Context: an optimization exercise on an open-source flow, tuned for small area and a short achievable clock period. The choices shown serve that exercise and are no tape-out recipe.
RTL that was checked went through simulation tests only; none was proved equivalent to the original.
Power figures rest on the tool's default switching activity, not on a simulated workload.

== exp/harbor ==
Design fir_tpose_param, start of the top module:
module fir_tpose_param
#(
  parameter int NTAPS     = 12,
  parameter int DW        = 12,
  parameter int CW        = 12,
  parameter int OW        = 16,
  parameter int OUT_SHIFT = 9
) (
  input  logic                  i_clk,
  input  logic                  i_rst,
  input  logic                  i_clear,
  input  logic                  i_in_valid,
  input  logic signed [DW-1:0]  i_xin,
  input  logic                  i_coef_we,
  input  logic [fir_pkg::FIR_ADDR_W-1:0] i_coef_addr,
  input  logic signed [CW-1:0]  i_coef_data,
  output logic                  o_out_valid,
  output logic signed [OW-1:0]  o_yout,
  output logic                  o_sat
);
==> flow/config.mk <==
export PLATFORM = sky130hd
export DESIGN_NAME = fir_tpose_param
export DESIGN_NICKNAME = fir_tpose_param
export VERILOG_FILES = /design/flow/design.v
export SDC_FILE = /design/flow/constraint.sdc
export NUM_CORES = 4
export LEC_CHECK = 0
export CAP_MARGIN = 20
export CORE_MARGIN = 2
export CORE_UTILIZATION = 50
export CTS_CLUSTER_DIAMETER = 120
export CTS_CLUSTER_SIZE = 20
export SLEW_MARGIN = 20
export SYNTH_HIERARCHICAL = 1
==> flow/constraint.sdc <==
create_clock -name core_clock -period 10.0 [get_ports {i_clk}]
set_input_delay 2.0000 -clock core_clock [delete_from_list [all_inputs] [get_ports {i_clk}]]
set_output_delay 2.0000 -clock core_clock [all_outputs]
set_load 0.01 [all_outputs]
standard.sh (not shown) runs the stock make flow with config.mk's settings and CLKGATE_MAP_FILE= SYNTH_SCRIPT=/design/flow/synth_recipe.tcl, a recipe that flattens the netlist after the stock synthesis.
==> flow/flow/run.sh <==
#!/bin/bash
# Own layout flow: the standard layout (standard.sh: the standard
# synthesis and the standard ORFS steps), except that
#  - every port still gets its own buffer, but a plain buffer cell (PORT_BUF)
#    rather than the delay cell the port buffering picks by default.
set -euo pipefail
MARGIN=6.7
PORT_BUF=sky130_fd_sc_hd__buf_4
bash standard.sh SETUP_SLACK_MARGIN=$MARGIN MATCH_CELL_FOOTPRINT=0 \
  "BUFFER_PORTS_ARGS=-buffer_cell $PORT_BUF" finish > flow_standard.log 2>&1
exp/harbor | status: complete | timing, DRC, antenna: pass
The inputs of exp/xenon differ from those of exp/harbor as listed below.
- TNS_END_PERCENT: unset -> 20
- CORE_UTILIZATION: 50 -> 40
-- flow/flow/run.sh --
<<< exp/harbor, line 6
set -euo pipefail
MARGIN=6.7
PORT_BUF=sky130_fd_sc_hd__buf_4
>>> exp/xenon, line 6
set -euo pipefail
MARGIN=6.65
PORT_BUF=sky130_fd_sc_hd__buf_4
==> comparison <==
Having completed the whole flow, exp/xenon delivered a layout that passed the timing, design-rule and antenna checks. Portion of netlist area occupied by mux cells: exp/xenon vs exp/harbor identical. Against exp/harbor as the reference, exp/xenon delivers a higher post-place setup slack. As far as clock transition at the registers of the reported paths is concerned, exp/xenon and exp/harbor perform about the same. On cell count: between exp/harbor and exp/xenon, it ends up lower for exp/harbor. exp/xenon packs its core looser than exp/harbor. The higher quantity of gates resized following cts came out of exp/harbor. exp/xenon vs exp/harbor: sum of internal, switching and leakage power down slightly.
For exp/zinc, these inputs were changed with respect to exp/xenon:
- clearing TNS_END_PERCENT, which used to be 20
==> flow/flow/run.sh <==
#!/bin/bash
set -euo pipefail
MARGIN=6.65
bash standard.sh SETUP_SLACK_MARGIN=$MARGIN MATCH_CELL_FOOTPRINT=0 finish > flow_standard.log 2>&1
### Flow results
| initial antenna violation count | exp/zinc vs exp/xenon | 7 lower |. exp/zinc has total leakage power above what exp/xenon had. From exp/xenon to exp/zinc the numbers moved as follows: post-route fraction of the period consumed by the critical path has decreased; placer congestion estimate went up by about 0.8%; sequential share of layout area held. Taking exp/xenon as the reference, in exp/zinc layout buffering overhead excluding clock cells rose 0.37 points; aggregate routed wire length fell 1.0%. Comparing exp/xenon and exp/zinc, the lower number of inserted diodes was measured on exp/zinc. Per the comparison of exp/zinc with exp/xenon, cell depth of the worst setup path rose by 1, area growth from synthesis to layout rose by 0.54 points, routed wire length on met2 fell by 0.87%.
Edits applied to the flow inputs when going from exp/zinc to exp/fjord:
- CORE_UTILIZATION: 40 -> 50
==> flow/flow/run.sh <==
#!/bin/bash
# Own layout flow: the standard layout (standard.sh: the standard
# synthesis and the standard ORFS steps), except that
#  - every port still gets its own buffer, but a plain buffer cell (PORT_BUF)
#    rather than the delay cell the port buffering picks by default.
set -euo pipefail
MARGIN=6.65
PORT_BUF=sky130_fd_sc_hd__buf_4
bash standard.sh SETUP_SLACK_MARGIN=$MARGIN MATCH_CELL_FOOTPRINT=0 \
  "BUFFER_PORTS_ARGS=-buffer_cell $PORT_BUF" finish > flow_standard.log 2>&1
--- outcome ---
exp/zinc has a lower sum of met3 wire segment lengths after detailed routing than exp/fjord. Looking at global-route wire length before repair across exp/fjord and exp/zinc, the one that comes out lower is exp/zinc. Achievable frequency essentially unchanged between exp/fjord and exp/zinc. Compared with exp/zinc, exp/fjord shows final cell count that has gone down by a few percent. Clock insertion delay at the later pin of the skew report: exp/fjord vs exp/zinc, no meaningful difference. Between exp/fjord and exp/zinc, the setup slack of the critical path after layout figures differ only marginally. Area of all placed cells without fillers: exp/fjord vs exp/zinc down about 1.2%.

---

fir_tpose_param, a different RTL version from the one above (not shown whole).
For scale: ~4700 cells after synthesis, roughly 840 flip-flops, roughly 53 I/O pins, about 65000 um2 of cells after synthesis.
export LEC_CHECK = 0
export CAP_MARGIN = 20
export CORE_MARGIN = 2
export CORE_UTILIZATION = 40
export CTS_CLUSTER_DIAMETER = 120
export CTS_CLUSTER_SIZE = 20
export SLEW_MARGIN = 20
export SYNTH_HIERARCHICAL = 1
create_clock -name core_clock -period 10.0 [get_ports {i_clk}]
==> flow/flow/run.sh <==
#!/bin/bash
set -euo pipefail
MARGIN=6.65
bash standard.sh SETUP_SLACK_MARGIN=$MARGIN MATCH_CELL_FOOTPRINT=0 finish > flow_standard.log 2>&1
The starting point finished with timing, DRC and antenna clean.
Edit:
==> flow/flow/run.sh (replaced) <==
#!/bin/bash
# Own layout flow: the standard layout (standard.sh: the standard
# synthesis and the standard ORFS steps), except that
#  - every port still gets its own buffer, but a plain buffer cell (PORT_BUF)
#    rather than the delay cell the port buffering picks by default.
set -euo pipefail
MARGIN=6.65
PORT_BUF=sky130_fd_sc_hd__buf_4
bash standard.sh SETUP_SLACK_MARGIN=$MARGIN MATCH_CELL_FOOTPRINT=0 \
  "BUFFER_PORTS_ARGS=-buffer_cell $PORT_BUF" finish > flow_standard.log 2>&1
Global-route usage went up by 0.76 points.
Via count grows by about 1.9%.
First-iteration DRC count is higher by 12%.
Setup slack improves by 0.029 ns.
Wire length is higher by 3.1%.
Final cell count came out higher by 0.42%.
Sequential power rises by about 0.8%.
No functional check of the RTL was part of any run of this note.

separate check: timing with driven ports:
In the flow no input, the clock included, has a driving cell. The finished layouts below were timed again as built, in two steps.
Step 1: set_driving_cell puts a clkbuf_16 on i_clk and a buf_2 on each other input, an assumption about the parent block.
Step 2, shift: input delay + t, output delay - t, t = (earliest + latest rising clock arrival at the registers) / 2. This alone moves slack from input paths to output paths.
Slacks: no drivers / after step 1 / after step 2; pairs: no drivers / after step 1.
| run | t (ns) | setup WS [ns] | worst slew at a driven data input, ns |
|---|---|---|---|
| exp/harbor | 0.746 | 6.714 / 6.638 / 6.306 | 0.19 |
| exp/xenon | 0.738 | 6.653 / 6.653 / 6.314 | 0.18 |
| exp/zinc | 0.749 | 6.681 / 6.620 / 6.024 | 0.16 |
| exp/fjord | 0.734 | 6.678 / 6.601 / 6.282 | 0.18 |
| the first run of note 2 | 0.760 | 6.657 / 6.650 / 5.890 | 0.14 |
| the second run of note 2 | 0.781 | 6.686 / 6.686 / 6.476 | 0.16 |
After both steps every run listed still meets setup and hold. The setup slack of the first run of note 2, which loses most, moves by -0.007 ns with the drivers and by -0.767 ns with both steps. Setup slack includes reset recovery checks.
